Context: an optimization exercise on an open-source flow, tuned for small area, a short achievable clock period and few clock cycles per item. The choices shown serve that exercise and are no tape-out recipe. The RTL was checked by simulation tests, not by an equivalence proof against the original design. Power is estimated from default activity; no workload was simulated.

==> v30 <==
==> flow/design.v <==
package spq_pkg;
  localparam int TAG_W  = 16;
  localparam int PRIO_W = 8;
  localparam logic CMD_ENQ = 1'b0;
  localparam logic CMD_DEQ = 1'b1;
  typedef struct packed {
    logic              cmd;
    logic [TAG_W-1:0]  task_tag;
    logic [PRIO_W-1:0] prio;
  } in_word_t;
  typedef struct packed {
    logic [TAG_W-1:0] front_tag;
    logic             queue_empty;
    logic             overflow;
  } out_word_t;
  typedef struct packed {
    logic load_item;   
    logic exec;        
  } spq_cmd_t;
  typedef struct packed {
    logic full;
    logic empty;
  } spq_status_t;
endpackage
module spq_ctrl (
  input  logic               clk,
  input  logic               rst_n,
  input  logic               in_valid,
  output logic               in_ready,
  input  spq_pkg::in_word_t  in_data,
  output logic               out_valid,
  input  logic               out_ready,
  output logic               exec,
  output spq_pkg::in_word_t  item
);
  spq_pkg::in_word_t item_r;
  logic              item_v_r;
  logic              out_valid_r;
  logic              accept;
  assign exec      = item_v_r && (!out_valid_r || out_ready);
  assign in_ready  = !item_v_r || exec;
  assign accept    = in_valid && in_ready;
  assign out_valid = out_valid_r;
  assign item      = item_r;
  always_ff @(posedge clk) begin
    if (!rst_n) begin
      item_v_r    <= 1'b0;
      out_valid_r <= 1'b0;
    end else begin
      item_v_r <= accept || (item_v_r && !exec);
      if (exec) begin
        out_valid_r <= 1'b1;
      end else if (out_ready) begin
        out_valid_r <= 1'b0;
      end
    end
  end
  always_ff @(posedge clk) begin
    if (accept) begin
      item_r <= in_data;
    end
  end
endmodule
module spq_dp #(
  parameter int DEPTH = 16
) (
  input  logic               clk,
  input  logic               rst_n,
  input  logic               accept,     
  input  spq_pkg::in_word_t  in_data,
  output spq_pkg::out_word_t out_data
);
  logic [spq_pkg::TAG_W-1:0]  tags_r  [DEPTH];
  logic [spq_pkg::PRIO_W-1:0] prios_r [DEPTH];
  logic [DEPTH-1:0]           valid_r;
  logic                       ovf_r;
  logic [DEPTH-1:0]           above;      
  logic [DEPTH-1:0]           sel_new, sel_up;
  logic                       is_enq, do_enq, do_deq;
  logic [spq_pkg::TAG_W-1:0]  front_r, second_tag;
  logic [DEPTH-2:0]           is_second;
  logic                       any_ahead;
  assign is_enq = (in_data.cmd == spq_pkg::CMD_ENQ);
  assign do_enq = accept && is_enq && !valid_r[DEPTH-1];
  assign do_deq = accept && !is_enq;
  function automatic logic prio_gt(input logic [spq_pkg::PRIO_W-1:0] a,
                                   input logic [spq_pkg::PRIO_W-1:0] b);
    logic gt;
    gt = 1'b0;
    for (int k = 0; k < spq_pkg::PRIO_W; k++) begin
      gt = (a[k] & ~b[k]) | (~(a[k] ^ b[k]) & gt);
    end
    prio_gt = gt;
  endfunction
  always_comb begin
    for (int i = 0; i < DEPTH; i++) begin
      above[i] = !valid_r[i] || prio_gt(prios_r[i], in_data.prio);
    end
    for (int i = 0; i < DEPTH; i++) begin
      sel_up[i]  = do_enq && (i > 0) && above[(i > 0) ? i - 1 : 0];
      sel_new[i] = do_enq && above[i] && ((i == 0) || !above[(i > 0) ? i - 1 : 0]);
    end
  end
  for (genvar g = 0; g < DEPTH; g++) begin : g_cell
    localparam int GP = (g > 0) ? g - 1 : 0;
    logic keep;
    assign keep = !(sel_up[g] || sel_new[g]);
    always_ff @(posedge clk) begin
      tags_r[g]  <= ({spq_pkg::TAG_W{keep}}        & tags_r[g])
                  | ({spq_pkg::TAG_W{sel_up[g]}}   & tags_r[GP])
                  | ({spq_pkg::TAG_W{sel_new[g]}}  & in_data.task_tag);
      prios_r[g] <= ({spq_pkg::PRIO_W{keep}}       & prios_r[g])
                  | ({spq_pkg::PRIO_W{sel_up[g]}}  & prios_r[GP])
                  | ({spq_pkg::PRIO_W{sel_new[g]}} & in_data.prio);
    end
  end
  always_ff @(posedge clk) begin
    if (!rst_n) begin
      valid_r <= '0;
    end else if (do_enq) begin
      valid_r <= {valid_r[DEPTH-2:0], 1'b1};
    end else if (do_deq) begin
      valid_r <= {1'b0, valid_r[DEPTH-1:1]};
    end
  end
  always_ff @(posedge clk) begin
    if (accept) begin
      ovf_r <= is_enq && valid_r[DEPTH-1];
    end
  end
  always_comb begin
    any_ahead  = 1'b0;
    second_tag = '0;
    for (int i = 0; i < DEPTH; i++) begin
      any_ahead = any_ahead || (valid_r[i] && above[i]);
    end
    for (int i = 0; i < DEPTH - 1; i++) begin
      is_second[i] = valid_r[i + 1] && ((i + 2 >= DEPTH) || !valid_r[(i + 2 < DEPTH) ? i + 2 : i]);
      second_tag   = second_tag | ({spq_pkg::TAG_W{is_second[i]}} & tags_r[i]);
    end
  end
  logic front_new, front_keep;
  assign front_new  = do_enq && !any_ahead;
  assign front_keep = !(front_new || do_deq);
  always_ff @(posedge clk) begin
    front_r <= ({spq_pkg::TAG_W{front_new}}  & in_data.task_tag)
             | ({spq_pkg::TAG_W{do_deq}}     & second_tag)
             | ({spq_pkg::TAG_W{front_keep}} & front_r);
  end
  assign out_data.front_tag   = front_r;
  assign out_data.queue_empty = !valid_r[0];
  assign out_data.overflow    = ovf_r;
endmodule
module sorted_priority_queue #(
  parameter int DEPTH = 16
) (
  input  logic               clk,
  input  logic               rst_n,
  input  logic               in_valid,
  output logic               in_ready,
  input  logic [24:0]        in_data,
  output logic               out_valid,
  input  logic               out_ready,
  output logic [17:0]        out_data
);
  spq_pkg::in_word_t  in_word;
  spq_pkg::in_word_t  item;
  spq_pkg::out_word_t out_word;
  logic               exec;
  assign in_word  = in_data;
  assign out_data = out_word;
  spq_ctrl u_ctrl (
    .clk       (clk),
    .rst_n     (rst_n),
    .in_valid  (in_valid),
    .in_ready  (in_ready),
    .in_data   (in_word),
    .out_valid (out_valid),
    .out_ready (out_ready),
    .exec      (exec),
    .item      (item)
  );
  spq_dp #(
    .DEPTH (DEPTH)
  ) u_dp (
    .clk      (clk),
    .rst_n    (rst_n),
    .accept   (exec),
    .in_data  (item),
    .out_data (out_word)
  );
endmodule
==> flow/run.sh <==
#!/bin/bash
# synth_recipe.tcl (not shown) runs the flow's synth.tcl, then flattens the netlist and writes it again
# the make line also repeats each setting of config.mk as NAME=value (left out here)
make -C /OpenROAD-flow-scripts/flow DESIGN_CONFIG=/design/flow/config.mk WORK_HOME=/design/flow/orfs CLKGATE_MAP_FILE= SYNTH_SCRIPT=/design/flow/synth_recipe.tcl finish
==> flow/config.mk <==
export PLATFORM = sky130hd
export DESIGN_NAME = sorted_priority_queue
export DESIGN_NICKNAME = sorted_priority_queue
export VERILOG_FILES = /design/flow/design.v
export SDC_FILE = /design/flow/constraint.sdc
export NUM_CORES = 4
export LEC_CHECK = 0
export CAP_MARGIN = 20
export CORE_MARGIN = 2
export CORE_UTILIZATION = 40
export CTS_BUF_LIST = sky130_fd_sc_hd__clkbuf_4 sky130_fd_sc_hd__clkbuf_8
export SETUP_SLACK_MARGIN = 2.5
export SLEW_MARGIN = 20
==> flow/constraint.sdc <==
create_clock -name core_clock -period 6.0 [get_ports {clk}]
set_input_delay 1.2000 -clock core_clock [delete_from_list [all_inputs] [get_ports {clk}]]
set_output_delay 1.2000 -clock core_clock [all_outputs]
set_load 0.01 [all_outputs]
==> v5 (differences from v30) <==
--- a/flow/design.v
+++ b/flow/design.v
@@ -25,37 +25,21 @@
 module spq_ctrl (
-  input  logic               clk,
-  input  logic               rst_n,
-  input  logic               in_valid,
-  output logic               in_ready,
-  input  spq_pkg::in_word_t  in_data,
-  output logic               out_valid,
-  input  logic               out_ready,
-  output logic               exec,
-  output spq_pkg::in_word_t  item
+  input  logic clk,
+  input  logic rst_n,
+  input  logic in_valid,
+  output logic in_ready,
+  output logic out_valid,
+  input  logic out_ready,
+  output logic accept
 );
-  spq_pkg::in_word_t item_r;
-  logic              item_v_r;
-  logic              out_valid_r;
-  logic              accept;
-  assign exec      = item_v_r && (!out_valid_r || out_ready);
-  assign in_ready  = !item_v_r || exec;
+  logic out_valid_r;
+  assign in_ready  = !out_valid_r || out_ready;
   assign accept    = in_valid && in_ready;
   assign out_valid = out_valid_r;
-  assign item      = item_r;
   always_ff @(posedge clk) begin
     if (!rst_n) begin
-      item_v_r    <= 1'b0;
       out_valid_r <= 1'b0;
-    end else begin
-      item_v_r <= accept || (item_v_r && !exec);
-      if (exec) begin
-        out_valid_r <= 1'b1;
-      end else if (out_ready) begin
-        out_valid_r <= 1'b0;
-      end
-    end
-  end
-  always_ff @(posedge clk) begin
-    if (accept) begin
-      item_r <= in_data;
+    end else if (accept) begin
+      out_valid_r <= 1'b1;
+    end else if (out_ready) begin
+      out_valid_r <= 1'b0;
     end
@@ -68,3 +52,3 @@
   input  logic               rst_n,
-  input  logic               accept,     
+  input  logic               accept,
   input  spq_pkg::in_word_t  in_data,
@@ -141,9 +125,8 @@
   end
-  logic front_new, front_keep;
-  assign front_new  = do_enq && !any_ahead;
-  assign front_keep = !(front_new || do_deq);
   always_ff @(posedge clk) begin
-    front_r <= ({spq_pkg::TAG_W{front_new}}  & in_data.task_tag)
-             | ({spq_pkg::TAG_W{do_deq}}     & second_tag)
-             | ({spq_pkg::TAG_W{front_keep}} & front_r);
+    if (do_enq && !any_ahead) begin
+      front_r <= in_data.task_tag;
+    end else if (do_deq) begin
+      front_r <= second_tag;
+    end
   end
@@ -166,5 +149,4 @@
   spq_pkg::in_word_t  in_word;
-  spq_pkg::in_word_t  item;
   spq_pkg::out_word_t out_word;
-  logic               exec;
+  logic               accept;
   assign in_word  = in_data;
@@ -176,7 +158,5 @@
     .in_ready  (in_ready),
-    .in_data   (in_word),
     .out_valid (out_valid),
     .out_ready (out_ready),
-    .exec      (exec),
-    .item      (item)
+    .accept    (accept)
   );
@@ -187,4 +167,4 @@
     .rst_n    (rst_n),
-    .accept   (exec),
-    .in_data  (item),
+    .accept   (accept),
+    .in_data  (in_word),
     .out_data (out_word)
==> flow/flow/run.sh (new file) <==
#!/bin/bash
# Standard ORFS layout with extra settings: small port buffers and power
# (area) recovery on paths with slack to spare.
set -euo pipefail
cat >> config.mk <<'EOS'
export BUFFER_PORTS_ARGS = -buffer_cell sky130_fd_sc_hd__buf_2
export RECOVER_POWER = 100
EOS
bash standard.sh > standard_flow.log 2>&1
==> flow/standard.sh (new file) <==
#!/bin/bash
# synth_recipe.tcl (not shown) runs the flow's synth.tcl, then flattens the netlist and writes it again
# the make line also repeats each setting of config.mk as NAME=value (left out here)
make -C /OpenROAD-flow-scripts/flow DESIGN_CONFIG=/design/flow/config.mk WORK_HOME=/design/flow/orfs CLKGATE_MAP_FILE= SYNTH_SCRIPT=/design/flow/synth_recipe.tcl "${@:-finish}"
- BUFFER_PORTS_ARGS: unset -> -buffer_cell sky130_fd_sc_hd__buf_2
- CTS_BUF_LIST: sky130_fd_sc_hd__clkbuf_4 sky130_fd_sc_hd__clkbuf_8 -> unset
- RECOVER_POWER: unset -> 100
- SETUP_SLACK_MARGIN: 2.5 -> 3.0
removed: flow/run.sh
==> v20 (differences from v30) <==
--- a/flow/design.v
+++ b/flow/design.v
@@ -32,2 +32,3 @@
   input  logic               out_ready,
+  output logic               accept,
   output logic               exec,
@@ -36,7 +37,7 @@
   spq_pkg::in_word_t item_r;
-  logic              item_v_r;
-  logic              out_valid_r;
-  logic              accept;
+  logic              item_v_r, item_v_nxt;
+  logic              out_valid_r, out_valid_nxt;
+  logic              free_r;       
   assign exec      = item_v_r && (!out_valid_r || out_ready);
-  assign in_ready  = !item_v_r || exec;
+  assign in_ready  = free_r || out_ready;
   assign accept    = in_valid && in_ready;
@@ -44,2 +45,4 @@
   assign item      = item_r;
+  assign item_v_nxt    = accept || (item_v_r && !exec);
+  assign out_valid_nxt = exec || (out_valid_r && !out_ready);
   always_ff @(posedge clk) begin
@@ -48,9 +51,7 @@
       out_valid_r <= 1'b0;
+      free_r      <= 1'b1;
     end else begin
-      item_v_r <= accept || (item_v_r && !exec);
-      if (exec) begin
-        out_valid_r <= 1'b1;
-      end else if (out_ready) begin
-        out_valid_r <= 1'b0;
-      end
+      item_v_r    <= item_v_nxt;
+      out_valid_r <= out_valid_nxt;
+      free_r      <= !(item_v_nxt && out_valid_nxt);
     end
@@ -70,2 +71,4 @@
   input  spq_pkg::in_word_t  in_data,
+  input  logic               exec,       
+  input  spq_pkg::in_word_t  item,
   output spq_pkg::out_word_t out_data
@@ -75,2 +78,3 @@
   logic [DEPTH-1:0]           valid_r;
+  logic [DEPTH-1:0]           gt_r;       
   logic                       ovf_r;
@@ -78,2 +82,4 @@
   logic [DEPTH-1:0]           sel_new, sel_up;
+  logic [DEPTH-1:0]           gt_in, gt_nxt;
+  logic                       gt_in_item;
   logic                       is_enq, do_enq, do_deq;
@@ -82,5 +88,5 @@
   logic                       any_ahead;
-  assign is_enq = (in_data.cmd == spq_pkg::CMD_ENQ);
-  assign do_enq = accept && is_enq && !valid_r[DEPTH-1];
-  assign do_deq = accept && !is_enq;
+  assign is_enq = (item.cmd == spq_pkg::CMD_ENQ);
+  assign do_enq = exec && is_enq && !valid_r[DEPTH-1];
+  assign do_deq = exec && !is_enq;
   function automatic logic prio_gt(input logic [spq_pkg::PRIO_W-1:0] a,
@@ -96,3 +102,3 @@
     for (int i = 0; i < DEPTH; i++) begin
-      above[i] = !valid_r[i] || prio_gt(prios_r[i], in_data.prio);
+      above[i] = !valid_r[i] || gt_r[i];
     end
@@ -110,6 +116,22 @@
                   | ({spq_pkg::TAG_W{sel_up[g]}}   & tags_r[GP])
-                  | ({spq_pkg::TAG_W{sel_new[g]}}  & in_data.task_tag);
+                  | ({spq_pkg::TAG_W{sel_new[g]}}  & item.task_tag);
       prios_r[g] <= ({spq_pkg::PRIO_W{keep}}       & prios_r[g])
                   | ({spq_pkg::PRIO_W{sel_up[g]}}  & prios_r[GP])
-                  | ({spq_pkg::PRIO_W{sel_new[g]}} & in_data.prio);
+                  | ({spq_pkg::PRIO_W{sel_new[g]}} & item.prio);
+    end
+  end
+  always_comb begin
+    gt_in_item = prio_gt(item.prio, in_data.prio);
+    for (int i = 0; i < DEPTH; i++) begin
+      gt_in[i] = prio_gt(prios_r[i], in_data.prio);
+    end
+    for (int i = 0; i < DEPTH; i++) begin
+      gt_nxt[i] = (!(sel_up[i] || sel_new[i]) && gt_in[i])
+                | (sel_up[i] && gt_in[(i > 0) ? i - 1 : 0])
+                | (sel_new[i] && gt_in_item);
+    end
+  end
+  always_ff @(posedge clk) begin
+    if (accept) begin
+      gt_r <= gt_nxt;
     end
@@ -126,3 +148,3 @@
   always_ff @(posedge clk) begin
-    if (accept) begin
+    if (exec) begin
       ovf_r <= is_enq && valid_r[DEPTH-1];
@@ -134,3 +156,3 @@
     for (int i = 0; i < DEPTH; i++) begin
-      any_ahead = any_ahead || (valid_r[i] && above[i]);
+      any_ahead = any_ahead || (valid_r[i] && gt_r[i]);
     end
@@ -145,3 +167,3 @@
   always_ff @(posedge clk) begin
-    front_r <= ({spq_pkg::TAG_W{front_new}}  & in_data.task_tag)
+    front_r <= ({spq_pkg::TAG_W{front_new}}  & item.task_tag)
              | ({spq_pkg::TAG_W{do_deq}}     & second_tag)
@@ -168,3 +190,3 @@
   spq_pkg::out_word_t out_word;
-  logic               exec;
+  logic               exec, accept;
   assign in_word  = in_data;
@@ -179,2 +201,3 @@
     .out_ready (out_ready),
+    .accept    (accept),
     .exec      (exec),
@@ -187,4 +210,6 @@
     .rst_n    (rst_n),
-    .accept   (exec),
-    .in_data  (item),
+    .accept   (accept),
+    .in_data  (in_word),
+    .exec     (exec),
+    .item     (item),
     .out_data (out_word)
==> flow/flow/run.sh (new file) <==
#!/bin/bash
set -euo pipefail
cat >> config.mk <<'EOS'
export BUFFER_PORTS_ARGS = -buffer_cell sky130_fd_sc_hd__buf_2
export CTS_ARGS = -sink_clustering_enable -repair_clock_nets -dont_use_dummy_load -buf_list {sky130_fd_sc_hd__clkbuf_8 sky130_fd_sc_hd__clkbuf_16} -sink_clustering_size 30 -sink_clustering_max_diameter 100
EOS
bash standard.sh > standard_flow.log 2>&1
==> flow/standard.sh (new file) <==
#!/bin/bash
# synth_recipe.tcl (not shown) runs the flow's synth.tcl, then flattens the netlist and writes it again
# the make line also repeats each setting of config.mk as NAME=value (left out here)
make -C /OpenROAD-flow-scripts/flow DESIGN_CONFIG=/design/flow/config.mk WORK_HOME=/design/flow/orfs CLKGATE_MAP_FILE= SYNTH_SCRIPT=/design/flow/synth_recipe.tcl "${@:-finish}"
- BUFFER_PORTS_ARGS: unset -> -buffer_cell sky130_fd_sc_hd__buf_2
- CTS_ARGS: unset -> -sink_clustering_enable -repair_clock_nets -dont_use_dummy_load -buf_list {sky130_fd_sc_hd__clkbuf_8 sky130_fd_sc_hd__clkbuf_16} -sink_clustering_size 30 -sink_clustering_max_diameter 100
- CTS_BUF_LIST: sky130_fd_sc_hd__clkbuf_4 sky130_fd_sc_hd__clkbuf_8 -> unset
- SETUP_SLACK_MARGIN: 2.5 -> 3.25
removed: flow/run.sh
==> notes.md <==
The lowest worst hold slack belongs to v20, the highest to v5. The lowest wire length belongs to v20, the highest to v5. Global-route usage, lowest first: v20, v30, v5. The lowest flip-flop and latch count belongs to v5, the highest to v20. Between v20 and v5, the lower clock power is in v20 (gap about 45%, measured against v5). Die area, lowest first: v30, v5, v20. Register-to-register slack, highest first: v20, v30, v5. The lowest cell count belongs to v5, the highest to v30. Against v30, the clock-buffer cell count of v5 is lower by 61. v30 went through all stages and came out clean. v5 produced a layout that fails on max-capacitance violations, max-slew violations. v20 completed without violations.
Testbench counts of v30, summed over its fixed seeds: cycles 16,016, items 16,000.
Testbench counts of v5, summed over its fixed seeds: cycles 16,008, items 16,000.
Testbench counts of v20, summed over its fixed seeds: cycles 16,016, items 16,000.

## what the ideal ports hide
The flow's constraints put no driver on any port. The routed layouts listed below were extracted and timed again, unchanged, in two steps.
Step 1 assumes that a clkbuf_16 drives the clock port and a buf_2 every other input.
Step 2 moves the port delays by t, midway between the first and last clock arrival at a register: inputs arrive t later, outputs are due t later. That takes back most of the time a late clock gives input paths.
a / b / c = ideal ports / drivers / drivers and shift; a / b = the first two.
| run | t (ns) | setup slack, ns | clock arrival spread, ns | cell pins on the clock port's net |
|---|---|---|---|---|
| v30 | 0.710 | 2.543 / 2.543 / 1.881 | 0.041 / 0.041 | 1 |
| v5 | 0.635 | 1.380 / 1.394 / 0.760 | 0.024 / 0.025 | 1 |
| v20 | 0.611 | 3.164 / 3.131 / 2.650 | 0.051 / 0.051 | 1 |
For v30, which loses most, drivers alone change the setup slack by 0.000 ns; drivers and shift together by -0.662 ns.
